Context: an optimization exercise on an open-source flow, tuned for small area, a short achievable clock period and few clock cycles per item. The choices shown serve that exercise and are no tape-out recipe.

==> run a <==
Design ntt_barrett_modmul, start of the top module:
module ntt_barrett_modmul #(
    parameter int unsigned W   = 16,
    parameter int unsigned PW  = 16,
    parameter int unsigned LAT = ntt_barrett_modmul_pkg::PIPE_LAT
) (
    input  logic          clk,
    input  logic          reset,
    input  logic          cfg_load,
    input  logic [W-1:0]  cfg_q,
    output logic          cfg_busy,
    output logic          cfg_err,
    output logic          cfg_ready,
    input  logic          in_valid,
    output logic          in_ready,
    input  logic [W-1:0]  in_a,
    input  logic [W-1:0]  in_w,
    input  logic [PW-1:0] in_pass,
    output logic          out_valid,
    input  logic          out_ready,
    output logic [W-1:0]  out_data,
    output logic [PW-1:0] out_pass
);
    logic        cfg_ready_q;
    logic        cfg_err_q;
    logic        cfg_ok;
    logic        pipe_empty;
    logic        en;
    logic        fire;
    logic        push;
    logic        pop;
    logic        c_rdy;
    logic        mu_rdy;
    logic [15:0] nq_val;
    logic [15:0] c_val;
    logic [17:0] mu_val;
    logic [3:0]  sh_val;
    logic        v0_q, v1_q, v2_q, v3_q;
    logic [15:0] a_q, w_q;
    logic [31:0] p_q;
    logic [31:0] x_q;
    logic [15:0] t_q;
    logic [18:0] xl_q;
    logic [15:0] p0_q, p1_q, p2_q, p3_q;
    logic        hd_v_q, sk_v_q;
    logic [15:0] hd_d_q, hd_p_q, sk_d_q, sk_p_q;
    logic [31:0] m1_s, m1_c;
    logic [31:0] m2_s, m2_c;
    logic [16:0] x1;
    logic [20:0] m3_s, m3_c;
    logic [20:0] m3_sum;
    logic [18:0] nq19, nq2_19;
    logic [18:0] m4_s, m4_c;
    logic [18:0] k1_s, k1_g, k2_s, k2_g;
    logic [18:0] r0, r1, r2;
  ...
export LEC_CHECK = 0
export CAP_MARGIN = 20
export CORE_MARGIN = 2
export CORE_UTILIZATION = 40
export SETUP_SLACK_MARGIN = 5
export SLEW_MARGIN = 20
create_clock -name core_clock -period 10.0 [get_ports {clk}]
run.sh (not shown) runs the stock make flow with config.mk's settings and CLKGATE_MAP_FILE= SYNTH_SCRIPT=/design/flow/synth_recipe.tcl, a recipe that flattens the netlist after the stock synthesis.
==> run b (differences from run a) <==
- SETUP_SLACK_MARGIN: 5 -> unset
==> summary.txt <==
quantity                                                                                 run a                     run b
Crit share post-route                                                                    71.9%                     85.6%
Number of vias per cell after detailed routing                                            5.09                      5.09
Multi-input gate share of the layout cell area                                           60.1%                     62.5%
Final setup slack of the worst path                                                    2.81 ns                   1.44 ns
Detail Placement HPWL                                                                  84.3 mm                   84.3 mm
Routed wirelength normalized by instance count                                         19.5 um                   18.7 um
Critical Path Source                                                             u_div.sh_q[0]             u_div.sh_q[1]
Slowest library cell on the worst path                                 sky130_fd_sc_hd__mux4_2  sky130_fd_sc_hd__a21oi_1
Depth of the critical timing path with buffers and inverters included                       23                        26
Required arrival time at the worst endpoint                                           10.33 ns                  10.37 ns
Post-CTS Repair Setup Buffers                                                              279                         0
Met3 track utilization from global routing                                               2.56%                     2.99%
Final weighted congestion in routability-driven placement                                0.879                     0.905
Sum of routed wire segments on met1                                                    51.5 mm                   47.7 mm
Run status                                                             complete, no violations   complete, no violations
End-of-flow core utilization                                                             48.5%                     44.0%
No functional check of the RTL was part of any run of this note.

---

==> ember: inputs <==
ntt_barrett_modmul, a different RTL version from the one above (not shown whole).
==> flow/config.mk <==
export PLATFORM = sky130hd
export DESIGN_NAME = ntt_barrett_modmul
export DESIGN_NICKNAME = ntt_barrett_modmul
export VERILOG_FILES = /design/flow/design.v
export SDC_FILE = /design/flow/constraint.sdc
export NUM_CORES = 4
export LEC_CHECK = 0
export CAP_MARGIN = 20
export CORE_MARGIN = 2
export CORE_UTILIZATION = 60
export CTS_BUF_LIST = sky130_fd_sc_hd__clkbuf_4 sky130_fd_sc_hd__clkbuf_8
export PLACE_DENSITY = 0.75
export SETUP_SLACK_MARGIN = 5
export SLEW_MARGIN = 20
export SYNTH_HIERARCHICAL = 1
export SYNTH_MINIMUM_KEEP_SIZE = 0
==> flow/constraint.sdc <==
create_clock -name core_clock -period 10.0 [get_ports {clk}]
set_input_delay 2.0000 -clock core_clock [delete_from_list [all_inputs] [get_ports {clk}]]
set_output_delay 2.0000 -clock core_clock [all_outputs]
set_load 0.01 [all_outputs]
==> inputs of harbor, as changes to ember <==
--- a/flow/design.v
+++ b/flow/design.v
@@ -40,15 +40,15 @@
     logic [15:0] qm1;
     logic [3:0]  msb;
     logic [4:0]  i0;
     logic [16:0] rem2a, rem2b;
     logic [17:0] diffa, diffb;
     logic        qa, qb;
     logic [15:0] rema, remb;
-    assign qm1 = q - 16'd1;
+    assign qm1 = ~(nqn_q + 16'd1);    
     always_comb begin
         msb = 4'd0;
         for (int i = 1; i < 16; i++) begin
             if (qm1[i]) msb = 4'(i);
         end
     end
     assign i0 = 5'd16 - 5'(msb);
@@ -71,40 +71,42 @@
             busy_q   <= 1'b0;
             cnt_q    <= 4'd0;
             c_rdy_q  <= 1'b0;
             mu_rdy_q <= 1'b0;
             chave_q  <= 1'b0;
         end else if (start) begin
             busy_q   <= 1'b1;
-            cnt_q    <= 4'd1;
+            cnt_q    <= 4'd0;
             c_rdy_q  <= 1'b0;
             mu_rdy_q <= 1'b0;
             chave_q  <= 1'b0;
         end else if (busy_q) begin
             if (cnt_q != 4'd15) cnt_q <= cnt_q + 4'd1;
             if (cnt_q == 4'd9) mu_rdy_q <= 1'b1;
-            if (cnt_q == ci_q) begin
+            if (cnt_q != 4'd0 && cnt_q == ci_q) begin
                 chave_q <= 1'b1;
                 if (srem_q == 4'd0) c_rdy_q <= 1'b1;
             end else if (chave_q && srem_q <= 4'd2) begin
                 c_rdy_q <= 1'b1;
             end
             if (c_rdy_q && mu_rdy_q) busy_q <= 1'b0;
         end
     end
     always_ff @(posedge clk) begin
         if (start) begin
-            nqn_q  <= qm1;
-            sh_q   <= msb;
-            rem_q  <= 16'd1 << msb;
-            ci_q   <= 4'(i0[4:1] + 4'(i0[0]));
-            codd_q <= i0[0];
-            srem_q <= 4'd15 - msb;
+            nqn_q <= ~q;
         end else if (busy_q) begin
-            begin
+            if (cnt_q == 4'd0) begin
+                nqn_q  <= qm1;
+                sh_q   <= msb;
+                rem_q  <= 16'd1 << msb;
+                ci_q   <= 4'(i0[4:1] + 4'(i0[0]));
+                codd_q <= i0[0];
+                srem_q <= 4'd15 - msb;
+            end else begin
                 if (cnt_q <= 4'd9) begin
                     rem_q <= remb;
                     mu_q  <= {mu_q[15:0], qa, qb};
                 end
                 if (cnt_q == ci_q) begin
                     c_q <= codd_q ? ~rema : ~remb;
                 end else if (chave_q && srem_q >= 4'd2) begin
@@ -2678,19 +2680,24 @@
     logic m4_2507;
     logic m4_2508;
     logic m4_2509;
     logic m4_2510;
     logic m4_2511;
     logic [18:0] m4_s;
     logic [18:0] m4_c;
+    logic [18:0] nq19;
+    logic [18:0] nq2;
+    logic [18:0] k1_s;
+    logic [18:0] k1_c;
+    logic [18:0] k2_s;
+    logic [18:0] k2_c;
     logic [18:0] r0;
-    logic [15:0] addq;
+    logic [18:0] r1;
+    logic [18:0] r2;
     logic [15:0] res;
-    logic ge1;
-    logic ge2;
     logic [15:0] a_q;
     logic [7:0] wh_q;
     logic [23:0] m0s_q;
     logic [23:0] m0c_q;
     logic [31:0] pn_q;
     logic [31:0] m2s_q;
     logic [31:0] m2c_q;
@@ -4456,19 +4463,58 @@
     csa_fa u_m4_2502 (.a(m4_2469), .b(m4_2492), .c(m4_2494), .s(m4_2502), .co(m4_2503));
     csa_fa u_m4_2504 (.a(m4_2496), .b(m4_2498), .c(m4_2471), .s(m4_2504), .co(m4_2505));
     csa_fa u_m4_2506 (.a(m4_2473), .b(m4_2500), .c(m4_2502), .s(m4_2506), .co(m4_2507));
     csa_fa u_m4_2508 (.a(m4_2475), .b(m4_2477), .c(m4_2504), .s(m4_2508), .co(m4_2509));
     csa_fa u_m4_2510 (.a(m4_2506), .b(m4_2479), .c(m4_2508), .s(m4_2510), .co(m4_2511));
     assign m4_s = {m4_2481, m4_2451, m4_2421, m4_2418, m4_2363, m4_2337, m4_2313, m4_2291, m4_2288, m4_2253, m4_2250, m4_2234, m4_2220, m4_2208, m4_2198, m4_2190, m4_2184, xl_q[1], m4_1998};
     assign m4_c = {m4_2510, m4_2480, m4_2450, m4_2420, m4_2390, m4_2362, m4_2336, m4_2312, m4_2290, m4_2270, m4_2252, m4_2236, m4_2222, m4_2210, m4_2200, m4_2192, m4_2186, m4_2182, xl_q[0]};
-    assign r0   = m4s_q + m4c_q;
-    assign ge1  = r0[17:0] > {2'b00, nqn_val};
-    assign ge2  = r0[17:0] > {1'b0, nqn_val, 1'b1};
-    assign addq = ge2 ? {~nqn_val[14:0], 1'b0} : (ge1 ? ~nqn_val : 16'd0);
-    assign res  = r0[15:0] + addq;
+    assign nq19 = {3'b111, ~nqn_val};
+    assign nq2  = {2'b11, ~nqn_val, 1'b0};
+    csa_fa u_k1_0 (.a(m4s_q[0]), .b(m4c_q[0]), .c(nq19[0]), .s(k1_s[0]), .co(k1_c[0]));
+    csa_fa u_k2_0 (.a(m4s_q[0]), .b(m4c_q[0]), .c(nq2[0]), .s(k2_s[0]), .co(k2_c[0]));
+    csa_fa u_k1_1 (.a(m4s_q[1]), .b(m4c_q[1]), .c(nq19[1]), .s(k1_s[1]), .co(k1_c[1]));
+    csa_fa u_k2_1 (.a(m4s_q[1]), .b(m4c_q[1]), .c(nq2[1]), .s(k2_s[1]), .co(k2_c[1]));
+    csa_fa u_k1_2 (.a(m4s_q[2]), .b(m4c_q[2]), .c(nq19[2]), .s(k1_s[2]), .co(k1_c[2]));
+    csa_fa u_k2_2 (.a(m4s_q[2]), .b(m4c_q[2]), .c(nq2[2]), .s(k2_s[2]), .co(k2_c[2]));
+    csa_fa u_k1_3 (.a(m4s_q[3]), .b(m4c_q[3]), .c(nq19[3]), .s(k1_s[3]), .co(k1_c[3]));
+    csa_fa u_k2_3 (.a(m4s_q[3]), .b(m4c_q[3]), .c(nq2[3]), .s(k2_s[3]), .co(k2_c[3]));
+    csa_fa u_k1_4 (.a(m4s_q[4]), .b(m4c_q[4]), .c(nq19[4]), .s(k1_s[4]), .co(k1_c[4]));
+    csa_fa u_k2_4 (.a(m4s_q[4]), .b(m4c_q[4]), .c(nq2[4]), .s(k2_s[4]), .co(k2_c[4]));
+    csa_fa u_k1_5 (.a(m4s_q[5]), .b(m4c_q[5]), .c(nq19[5]), .s(k1_s[5]), .co(k1_c[5]));
+    csa_fa u_k2_5 (.a(m4s_q[5]), .b(m4c_q[5]), .c(nq2[5]), .s(k2_s[5]), .co(k2_c[5]));
+    csa_fa u_k1_6 (.a(m4s_q[6]), .b(m4c_q[6]), .c(nq19[6]), .s(k1_s[6]), .co(k1_c[6]));
+    csa_fa u_k2_6 (.a(m4s_q[6]), .b(m4c_q[6]), .c(nq2[6]), .s(k2_s[6]), .co(k2_c[6]));
+    csa_fa u_k1_7 (.a(m4s_q[7]), .b(m4c_q[7]), .c(nq19[7]), .s(k1_s[7]), .co(k1_c[7]));
+    csa_fa u_k2_7 (.a(m4s_q[7]), .b(m4c_q[7]), .c(nq2[7]), .s(k2_s[7]), .co(k2_c[7]));
+    csa_fa u_k1_8 (.a(m4s_q[8]), .b(m4c_q[8]), .c(nq19[8]), .s(k1_s[8]), .co(k1_c[8]));
+    csa_fa u_k2_8 (.a(m4s_q[8]), .b(m4c_q[8]), .c(nq2[8]), .s(k2_s[8]), .co(k2_c[8]));
+    csa_fa u_k1_9 (.a(m4s_q[9]), .b(m4c_q[9]), .c(nq19[9]), .s(k1_s[9]), .co(k1_c[9]));
+    csa_fa u_k2_9 (.a(m4s_q[9]), .b(m4c_q[9]), .c(nq2[9]), .s(k2_s[9]), .co(k2_c[9]));
+    csa_fa u_k1_10 (.a(m4s_q[10]), .b(m4c_q[10]), .c(nq19[10]), .s(k1_s[10]), .co(k1_c[10]));
+    csa_fa u_k2_10 (.a(m4s_q[10]), .b(m4c_q[10]), .c(nq2[10]), .s(k2_s[10]), .co(k2_c[10]));
+    csa_fa u_k1_11 (.a(m4s_q[11]), .b(m4c_q[11]), .c(nq19[11]), .s(k1_s[11]), .co(k1_c[11]));
+    csa_fa u_k2_11 (.a(m4s_q[11]), .b(m4c_q[11]), .c(nq2[11]), .s(k2_s[11]), .co(k2_c[11]));
+    csa_fa u_k1_12 (.a(m4s_q[12]), .b(m4c_q[12]), .c(nq19[12]), .s(k1_s[12]), .co(k1_c[12]));
+    csa_fa u_k2_12 (.a(m4s_q[12]), .b(m4c_q[12]), .c(nq2[12]), .s(k2_s[12]), .co(k2_c[12]));
+    csa_fa u_k1_13 (.a(m4s_q[13]), .b(m4c_q[13]), .c(nq19[13]), .s(k1_s[13]), .co(k1_c[13]));
+    csa_fa u_k2_13 (.a(m4s_q[13]), .b(m4c_q[13]), .c(nq2[13]), .s(k2_s[13]), .co(k2_c[13]));
+    csa_fa u_k1_14 (.a(m4s_q[14]), .b(m4c_q[14]), .c(nq19[14]), .s(k1_s[14]), .co(k1_c[14]));
+    csa_fa u_k2_14 (.a(m4s_q[14]), .b(m4c_q[14]), .c(nq2[14]), .s(k2_s[14]), .co(k2_c[14]));
+    csa_fa u_k1_15 (.a(m4s_q[15]), .b(m4c_q[15]), .c(nq19[15]), .s(k1_s[15]), .co(k1_c[15]));
+    csa_fa u_k2_15 (.a(m4s_q[15]), .b(m4c_q[15]), .c(nq2[15]), .s(k2_s[15]), .co(k2_c[15]));
+    csa_fa u_k1_16 (.a(m4s_q[16]), .b(m4c_q[16]), .c(nq19[16]), .s(k1_s[16]), .co(k1_c[16]));
+    csa_fa u_k2_16 (.a(m4s_q[16]), .b(m4c_q[16]), .c(nq2[16]), .s(k2_s[16]), .co(k2_c[16]));
+    csa_fa u_k1_17 (.a(m4s_q[17]), .b(m4c_q[17]), .c(nq19[17]), .s(k1_s[17]), .co(k1_c[17]));
+    csa_fa u_k2_17 (.a(m4s_q[17]), .b(m4c_q[17]), .c(nq2[17]), .s(k2_s[17]), .co(k2_c[17]));
+    csa_fa u_k1_18 (.a(m4s_q[18]), .b(m4c_q[18]), .c(nq19[18]), .s(k1_s[18]), .co(k1_c[18]));
+    csa_fa u_k2_18 (.a(m4s_q[18]), .b(m4c_q[18]), .c(nq2[18]), .s(k2_s[18]), .co(k2_c[18]));
+    assign r0  = m4s_q + m4c_q;
+    assign r1  = k1_s + {k1_c[17:0], 1'b0};
+    assign r2  = k2_s + {k2_c[17:0], 1'b0};
+    assign res = !r2[18] ? r2[15:0] : (!r1[18] ? r1[15:0] : r0[15:0]);
     always_ff @(posedge clk or negedge reset) begin
         if (!reset) begin
             cfg_ready_q <= 1'b0;
             cfg_err_q   <= 1'b0;
         end else begin
             cfg_err_q <= cfg_load && !cfg_ok;
             if (cfg_ok) cfg_ready_q <= 1'b1;
Settings changed: CORE_UTILIZATION 60 to 40, CTS_BUF_LIST sky130_fd_sc_hd__clkbuf_4 sky130_fd_sc_hd__clkbuf_8 to not set, PLACE_DENSITY 0.75 to not set.
==> results.yml <==
final_layout:
  multi_input_comb_cells: 3277
  mostFrequentLayoutCells: "fa_1 (758), nand2_1 (592), nor2_1 (569)"
  fin_area_sq_um: 56800
  fillCellCount: 11340
  design.final.nets: 5498
timing:
  slew_headroom_pct: 30.5
global_routing:
  grt_max_degree: 139
setup_path:
  reg2reg_slack_ns: 5.03
placed_design:
  post-place-ws_ns: 3.38
drt:
  dr.first_iter.drc_count: 2379
status:
  status: "complete, no violations"
the above is filed under harbor

==> results.yml <==
status:
  status: "complete, no violations"
final_layout:
  fillCellCount: 5761
  design.final.nets: 5458
timing:
  slew_headroom_pct: 33.9
setup_path:
  reg2reg_slack_ns: 4.18
placed_design:
  post-place-ws_ns: 3.03
the above is filed under ember

Function was not checked in any run of this note: the RTL went through the layout flow alone.

[port drivers added, routing unchanged]
The flow's constraints put no driver on any port. The routed layouts listed below were extracted and timed again, unchanged, in two steps. Step 1 sets driving cells, clkbuf_16 on the clock port and buf_2 on the other inputs (assumed; they add their load-dependent delay and slew). Step 2 also shifts input and output timing later by t, the mid clock arrival at the registers, as if the neighbouring blocks saw the same clock. Three values: ideal ports, drivers, drivers and shift; two values: the first two.
| run | shift t [ns] | slack for setup (ns) | latest minus earliest clock arrival (ns) | worst slew at a driven data input, ns | cell pins on the clock port's net |
|---|---|---|---|---|---|
| run a | 0.664 | 2.806 / 2.806 / 2.806 | 0.023 / 0.022 | 0.07 | 1 |
| run b | 0.660 | 1.435 / 1.435 / 1.435 | 0.068 / 0.068 | 0.04 | 1 |
| ember | 0.793 | 4.182 / 4.182 / 4.182 | 0.054 / 0.054 | 0.05 | 1 |
| harbor | 0.719 | 5.035 / 5.035 / 4.409 | 0.035 / 0.036 | 0.07 | 1 |
After both steps setup and hold are still met in every run listed. For harbor, which loses most, drivers alone change the setup slack by 0.000 ns; drivers and shift together by -0.626 ns.
